From an optimization exercise on the open Yosys and OpenROAD flow, aimed at small area, a short achievable clock period and few clock cycles per item; shortcuts taken in it are not production practice.
RTL that was checked went through simulation tests only; none was proved equivalent to the original.

## 06-15
==> module gf256_to_comp, before the edit <==
module gf256_to_comp (
    input  wire [7:0] i_x,
    output wire [7:0] o_c
);
    assign o_c[0] = i_x[0] ^ i_x[1] ^ i_x[3] ^ i_x[5];
    assign o_c[1] = i_x[1] ^ i_x[4] ^ i_x[7];
    assign o_c[2] = i_x[7];
    assign o_c[3] = i_x[1] ^ i_x[6];
    assign o_c[4] = i_x[4] ^ i_x[7];
    assign o_c[5] = i_x[1] ^ i_x[3] ^ i_x[4];
    assign o_c[6] = i_x[2] ^ i_x[5] ^ i_x[6];
    assign o_c[7] = i_x[5];
endmodule
==> module gf256_from_comp, before the edit <==
module gf256_from_comp (
    input  wire [7:0] i_c,
    output wire [7:0] o_x
);
    assign o_x[0] = i_c[0] ^ i_c[2] ^ i_c[4] ^ i_c[5] ^ i_c[7];
    assign o_x[1] = i_c[1] ^ i_c[4];
    assign o_x[2] = i_c[1] ^ i_c[3] ^ i_c[4] ^ i_c[6] ^ i_c[7];
    assign o_x[3] = i_c[1] ^ i_c[2] ^ i_c[5];
    assign o_x[4] = i_c[2] ^ i_c[4];
    assign o_x[5] = i_c[7];
    assign o_x[6] = i_c[1] ^ i_c[3] ^ i_c[4];
    assign o_x[7] = i_c[2];
endmodule
==> module gf256_mul, before the edit <==
module gf256_mul (
    input  wire [7:0] i_a,
    input  wire [7:0] i_b,
    output wire [7:0] o_p
);
    logic [3:0] hh;
    logic [3:0] ll;
    logic [3:0] mm;
    logic [3:0] hl;
    gf16_mul u_hh (.i_a(i_a[7:4]), .i_b(i_b[7:4]), .o_p(hh));
    gf16_mul u_ll (.i_a(i_a[3:0]), .i_b(i_b[3:0]), .o_p(ll));
    gf16_mul u_mm (.i_a(i_a[7:4] ^ i_a[3:0]), .i_b(i_b[7:4] ^ i_b[3:0]), .o_p(mm));
    gf16_mul u_hl (.i_a(hh), .i_b(4'd15), .o_p(hl));
    assign o_p = {mm ^ ll, ll ^ hl};
endmodule
==> module gf256_inv_pre, before the edit <==
module gf256_inv_pre (
    input  wire [7:0] i_x,
    output wire [3:0] o_a1,
    output wire [3:0] o_s,      
    output wire [3:0] o_d
);
    logic [3:0] a1a0;
    logic [3:0] sq1;
    logic [3:0] sq0;
    logic [3:0] sq1l;
    gf16_mul u_m10 (.i_a(i_x[7:4]), .i_b(i_x[3:0]), .o_p(a1a0));
    gf16_mul u_sq1 (.i_a(i_x[7:4]), .i_b(i_x[7:4]), .o_p(sq1));
    gf16_mul u_sq0 (.i_a(i_x[3:0]), .i_b(i_x[3:0]), .o_p(sq0));
    gf16_mul u_lam (.i_a(sq1), .i_b(4'd15), .o_p(sq1l));
    assign o_a1 = i_x[7:4];
    assign o_s  = i_x[7:4] ^ i_x[3:0];
    assign o_d  = sq1l ^ a1a0 ^ sq0;
endmodule
clock: 19.0 ns
lec_check: 0
cap_margin: 20
core_margin: 2
core_utilization: 40
slew_margin: 20
standard.sh (not shown) runs the stock make flow with config.mk's settings and CLKGATE_MAP_FILE= SYNTH_SCRIPT=/design/flow/synth_recipe.tcl, a recipe that flattens the netlist after the stock synthesis.
==> flow/flow/run.sh <==
#!/bin/bash
# The standard layout (standard.sh), with one change: synthesis maps the logic
# with flow/abc.script in place of ORFS's abc_speed.script. Everything else in
# synthesis (register mapping, flattening, renaming) is synth_recipe.tcl as is.
set -euo pipefail
work=$(cd "$(dirname "$0")/.." && pwd)
cat > "$work/own_synth.tcl" <<TCL
# Yosys's abc with this flow's script; every other argument as ORFS gives it
proc abc {args} {
  set i [lsearch -exact \$args -script]
  if { \$i >= 0 } { lset args [expr { \$i + 1 }] {$work/flow/abc.script} }
  yosys abc {*}\$args
}
source {$work/synth_recipe.tcl}
TCL
bash "$work/standard.sh" SYNTH_SCRIPT="$work/own_synth.tcl" finish > "$work/flow_make.log" 2>&1
==> flow/flow/abc.script <==
strash
&get -n
&st
&dch
&nf -R 1000
&put
topo
stime -c
upsize -c
dnsize -c
06-15 ended with every stage complete and zero timing, DRC or antenna violations.
Testbench counts of 06-15, summed over its fixed seeds: cycles 9,223, decodes 1,600.
diff inputs: 06-15 => 05-01
==> flow/design.v, changed modules only <==
module gf256_to_comp (
    input  wire [7:0] i_x,
    output wire [7:0] o_c
);
    assign o_c[0] = i_x[0] ^ i_x[1] ^ i_x[3];
    assign o_c[1] = i_x[1] ^ i_x[5];
    assign o_c[2] = i_x[1] ^ i_x[3] ^ i_x[4] ^ i_x[7];
    assign o_c[3] = i_x[1] ^ i_x[2] ^ i_x[5];
    assign o_c[4] = i_x[4] ^ i_x[7];
    assign o_c[5] = i_x[1] ^ i_x[3] ^ i_x[4];
    assign o_c[6] = i_x[2] ^ i_x[5] ^ i_x[6];
    assign o_c[7] = i_x[5];
endmodule
module gf256_from_comp (
    input  wire [7:0] i_c,
    output wire [7:0] o_x
);
    assign o_x[0] = i_c[0] ^ i_c[2] ^ i_c[4];
    assign o_x[1] = i_c[1] ^ i_c[7];
    assign o_x[2] = i_c[1] ^ i_c[3];
    assign o_x[3] = i_c[1] ^ i_c[2] ^ i_c[4] ^ i_c[7];
    assign o_x[4] = i_c[2] ^ i_c[4] ^ i_c[5];
    assign o_x[5] = i_c[7];
    assign o_x[6] = i_c[1] ^ i_c[3] ^ i_c[6] ^ i_c[7];
    assign o_x[7] = i_c[2] ^ i_c[5];
endmodule
module gf256_mul (
    input  wire [7:0] i_a,
    input  wire [7:0] i_b,
    output wire [7:0] o_p
);
    logic [3:0] hh;
    logic [3:0] ll;
    logic [3:0] mm;
    logic [3:0] hl;
    gf16_mul u_hh (.i_a(i_a[7:4]), .i_b(i_b[7:4]), .o_p(hh));
    gf16_mul u_ll (.i_a(i_a[3:0]), .i_b(i_b[3:0]), .o_p(ll));
    gf16_mul u_mm (.i_a(i_a[7:4] ^ i_a[3:0]), .i_b(i_b[7:4] ^ i_b[3:0]), .o_p(mm));
    gf16_mul u_hl (.i_a(hh), .i_b(4'd9), .o_p(hl));
    assign o_p = {mm ^ ll, ll ^ hl};
endmodule
module gf256_inv_pre (
    input  wire [7:0] i_x,
    output wire [3:0] o_a1,
    output wire [3:0] o_s,      
    output wire [3:0] o_d
);
    logic [3:0] a1a0;
    logic [3:0] sq1;
    logic [3:0] sq0;
    logic [3:0] sq1l;
    gf16_mul u_m10 (.i_a(i_x[7:4]), .i_b(i_x[3:0]), .o_p(a1a0));
    gf16_mul u_sq1 (.i_a(i_x[7:4]), .i_b(i_x[7:4]), .o_p(sq1));
    gf16_mul u_sq0 (.i_a(i_x[3:0]), .i_b(i_x[3:0]), .o_p(sq0));
    gf16_mul u_lam (.i_a(sq1), .i_b(4'd9), .o_p(sq1l));
    assign o_a1 = i_x[7:4];
    assign o_s  = i_x[7:4] ^ i_x[3:0];
    assign o_d  = sq1l ^ a1a0 ^ sq0;
endmodule
- Changes observed in 05-01 relative to 06-15: critical path depth picked up an extra 5; final non-filler cell area lost 440 um2.
- Summary of 05-01 over 06-15: total of fill cells in the finished design fell by about 5.6%, cell count dropped 58, maximum number of pins on one net before global-route repair +8.
Function not checked in 05-01: the RTL went through the layout flow alone.

## static timing again, ports no longer ideal
How much do the figures lean on ideal ports? The routed layouts below were timed once more, with nothing changed but the port constraints.
Step 1 assumes that a clkbuf_16 drives the clock port and a buf_2 every other input.
Step 2 times the ports against the registers' clock, not the clock port: input delays grow and output delays shrink by t, the midpoint of the rising clock arrivals with the driver on.
Three values: ideal, step 1, step 2; two values: the first two.
| run | t, ns | setup WS [ns] | worst register clock-pin slew, ns | worst slew at a driven data input, ns |
|---|---|---|---|---|
| 06-15 | 0.411 | 12.859 / 12.810 / 12.614 | 0.08 / 0.08 | 0.04 |
| 05-01 | 0.406 | 12.440 / 12.463 / 12.057 | 0.08 / 0.08 | 0.04 |
After both steps every run listed still meets setup and hold. The setup slack of 05-01, which loses most, moves by +0.023 ns with the drivers and by -0.383 ns with both steps.
